Source: an optimization exercise on an open RTL-to-GDS flow (aim: small area and few clock cycles). Production flows keep margins and buffers that such runs may drop. Where RTL was checked, it was by simulation tests only, not by an equivalence proof against the original. No activity file was given, so power comes from the tool's default toggle rates.

## Q
==> flow/design.v (excerpt) <==
module multi_button_debounce_press_latch #(
    parameter int BUTTON_COUNT = 5
) (
    input  wire logic                                   clk,
    input  wire logic                                   rst_n,
    input  wire logic [mbdpl_pkg::IN_TDATA_WIDTH-1:0]   s_tdata,
    input  wire logic                                   s_tuser,
    input  wire logic                                   s_tvalid,
    output logic                                        s_tready,
    output logic      [mbdpl_pkg::OUT_TDATA_WIDTH-1:0]  m_tdata,
    output logic                                        m_tvalid,
    input  wire logic                                   m_tready,
    input  wire logic                                   psel,
    input  wire logic                                   penable,
    input  wire logic                                   pwrite,
    input  wire logic [mbdpl_pkg::ADDR_WIDTH-1:0]       paddr,
    input  wire logic [mbdpl_pkg::APB_DATA_WIDTH-1:0]   pwdata,
    output logic      [mbdpl_pkg::APB_DATA_WIDTH-1:0]   prdata,
    output logic                                        pready
);
Size in the first run: about 780 cells after synthesis, roughly 140 flip-flops, ~130 I/O pins, ~8200 sq um of cells after synthesis.
==> module mbdpl_button_bank, before the edit <==
module mbdpl_button_bank #(
    parameter int BUTTON_COUNT = 5
) (
    input  wire logic                                   clk,
    input  wire logic                                   rst_n,
    input  wire logic                                   fire,
    input  wire logic                                   commit,
    input  wire mbdpl_pkg::item_t                       item,
    input  wire logic [mbdpl_pkg::INTERVAL_WIDTH-1:0]   interval,
    output logic      [mbdpl_pkg::ACTION_WIDTH-1:0]     action_code,
    output logic                                        down_held
);
    localparam int TW = mbdpl_pkg::TIME_WIDTH;
    localparam int HW = TW / 2;
    logic [BUTTON_COUNT-1:0] prev_reg;
    logic [BUTTON_COUNT-1:0] stable_reg;
    logic [BUTTON_COUNT-1:0] press_reg;
    logic                    fetch_reg;      
    logic [HW-1:0]           change_time_reg [BUTTON_COUNT];   
    logic [BUTTON_COUNT-1:0] ct_wrap_reg;    
    logic [HW-1:0]           last_hi_gray_reg;                 
    logic                    last_hi_lsb_reg;                  
    logic [BUTTON_COUNT-1:0] settled_reg;    
    logic                    sample_reg;     
    logic [BUTTON_COUNT-1:0] raw;
    logic [BUTTON_COUNT-1:0] changed;
    logic [BUTTON_COUNT-1:0] in_window;
    logic [BUTTON_COUNT-1:0] br_now;
    logic [BUTTON_COUNT-1:0] settled;
    logic [BUTTON_COUNT-1:0] pick;           
    logic [BUTTON_COUNT-1:0] press_eff;      
    logic                    sample;
    logic                    load;
    logic                    interval_zero;
    logic [HW-1:0]           now_lo;
    logic [HW-1:0]           now_hi;
    logic [HW-1:0]           now_hi_gray;
    logic                    hi_same;
    logic                    hi_above;
    logic                    hi_below;
    logic [HW-1:0]           nwin_lo;
    logic                    win_wrap;
    assign raw           = BUTTON_COUNT'(item.raw_levels);
    assign sample        = (item.kind == mbdpl_pkg::KIND_SAMPLE);
    assign load          = fire && sample;
    assign changed       = raw ^ prev_reg;
    assign interval_zero = (interval == '0);
    assign now_lo = item.now_ms[HW-1:0];
    assign now_hi = item.now_ms[TW-1:HW];
    mbdpl_add16 u_win (.a(interval), .b(~now_lo), .s({win_wrap, nwin_lo}));
    mbdpl_gray16 u_now_hi_gray (.x(now_hi), .g(now_hi_gray));
    mbdpl_gray_near16 u_hi (
        .g         (last_hi_gray_reg),
        .y0        (last_hi_lsb_reg),
        .gx        (now_hi_gray),
        .same      (hi_same),
        .one_above (hi_above),
        .one_below (hi_below)
    );
    for (genvar i = 0; i < BUTTON_COUNT; i++)
    begin : g_button
        mbdpl_window u_window (
            .ct_lo     (change_time_reg[i]),
            .ct_wrap   (ct_wrap_reg[i]),
            .nnow_lo   (~now_lo),
            .nwin_lo   (nwin_lo),
            .win_wrap  (win_wrap),
            .hi_same   (hi_same),
            .hi_above  (hi_above),
            .hi_below  (hi_below),
            .br_now    (br_now[i]),
            .in_window (in_window[i])
        );
        assign settled[i] = changed[i] ? interval_zero : ~in_window[i];
    end
    assign pick      = press_reg & ~(press_reg - 1'b1);
    assign press_eff = fetch_reg ? (press_reg & ~pick) : press_reg;
    always_comb
    begin
        action_code = '0;
        for (int i = BUTTON_COUNT - 1; i >= 0; i--)
        begin
            if (pick[i])
            begin
                action_code = mbdpl_pkg::ACTION_WIDTH'(i + 1);
            end
        end
        if (!fetch_reg)
        begin
            action_code = '0;
        end
    end
    assign down_held = ~stable_reg[mbdpl_pkg::DOWN_INDEX];
    always_ff @(posedge clk or negedge rst_n)
    begin
        if (!rst_n)
        begin
            prev_reg   <= '1;
            stable_reg <= '1;
            press_reg  <= '0;
            fetch_reg  <= 1'b0;
        end
        else
        begin
            if (load)
            begin
                prev_reg <= raw;
            end
            if (commit)
            begin
                if (sample_reg)
                begin
                    for (int i = 0; i < BUTTON_COUNT; i++)
                    begin
                        stable_reg[i] <= settled_reg[i] ? prev_reg[i] : stable_reg[i];
                    end
                    press_reg  <= press_eff | (settled_reg & ~prev_reg & stable_reg);
                end
                else
                begin
                    press_reg  <= press_eff;
                end
                fetch_reg <= !sample_reg;
            end
        end
    end
    always_ff @(posedge clk)
    begin
        if (load)
        begin
            for (int i = 0; i < BUTTON_COUNT; i++)
            begin
                if (changed[i])
                begin
                    change_time_reg[i] <= now_lo;
                end
            end
            ct_wrap_reg      <= br_now & ~changed;
            last_hi_gray_reg <= now_hi_gray;
            last_hi_lsb_reg  <= now_hi[0];
        end
        if (fire)
        begin
            settled_reg <= settled;
            sample_reg  <= sample;
        end
    end
endmodule
clock: 6.5 ns
lec_check: 0
cap_margin: 20
core_margin: 2
core_utilization: 55
gpl_timing_driven: 0
slew_margin: 20
synth_hierarchical: 1
standard.sh (not shown) runs the stock make flow with config.mk's settings and CLKGATE_MAP_FILE= SYNTH_SCRIPT=/design/flow/synth_recipe.tcl, a recipe that flattens the netlist after the stock synthesis.
==> flow/flow/run.sh <==
#!/bin/bash
# Layout flow: the standard flow (standard synthesis unchanged), with
# synthesis buffers removed at floorplan (repair re-buffers where needed),
# one tie cell per constant level rather than one per load, single-strength
# buffers on the ports and a clock tree of clkbuf_8 in small clusters without
# dummy loads. make's whole output goes to flow_make.log here; each ORFS step
# also keeps its own log under orfs/logs/.
set -euo pipefail
bash standard.sh \
    "REMOVE_ABC_BUFFERS=1" \
    "SKIP_REPAIR_TIE_FANOUT=1" \
    "BUFFER_PORTS_ARGS=-buffer_cell sky130_fd_sc_hd__buf_1" \
    "CTS_ARGS=-sink_clustering_enable -repair_clock_nets -buf_list sky130_fd_sc_hd__clkbuf_8 -sink_clustering_size 8 -dont_use_dummy_load" \
    finish > flow_make.log 2>&1
Testbench counts of Q, summed over its fixed seeds: cycles 12,016.
Relative to Q, the following input files were edited for T:
-- flow/design.v --
<<< Q, line 337
                if (sample_reg)
                begin
                    for (int i = 0; i < BUTTON_COUNT; i++)
                    begin
                        stable_reg[i] <= settled_reg[i] ? prev_reg[i] : stable_reg[i];
                    end
                    press_reg  <= press_eff | (settled_reg & ~prev_reg & stable_reg);
                end
>>> T, line 337
                if (sample_reg)
                begin
                    stable_reg <= (settled_reg & prev_reg) | (~settled_reg & stable_reg);
                    press_reg  <= press_eff | (settled_reg & ~prev_reg & stable_reg);
                end
## What came out
- Compared with Q, the detailed router inserted more vias in T.
- Changes observed in T relative to Q: final area about even; leakage power figure saw little to no change; count of max-cap constraint violations about even; proportion of layout cells with a drive suffix above 1 decreased 0.47 points; final worst clock skew about even.
Only the layout flow was run in T; the RTL was not checked for function there.

-- separate check: timing with driven ports --
Ports are ideal in the flow. The routed layouts listed here were re-timed in OpenROAD.
Step 1 assumes that a clkbuf_16 drives the clock port and a buf_2 every other input.
Step 2 moves the port delays by t, midway between the first and last clock arrival at a register: inputs arrive t later, outputs are due t later. That takes back most of the time a late clock gives input paths.
Three values: no drivers, after step 1, after step 2; two values: the first two.
run	t, ns	setup WS [ns]	hold slack, ns	latest minus earliest clock arrival (ns)	cell pins on the clock port's net
Q	0.473	0.400 / 0.402 / -0.071	0.487 / 0.487 / 0.487	0.019 / 0.019	1
T	0.471	0.374 / 0.391 / -0.080	0.491 / 0.491 / 0.491	0.024 / 0.024	1
Met with ideal ports but missed after step 2: setup timing in Q and T. For Q, which loses most, drivers alone change the setup slack by +0.002 ns; drivers and shift together by -0.471 ns.
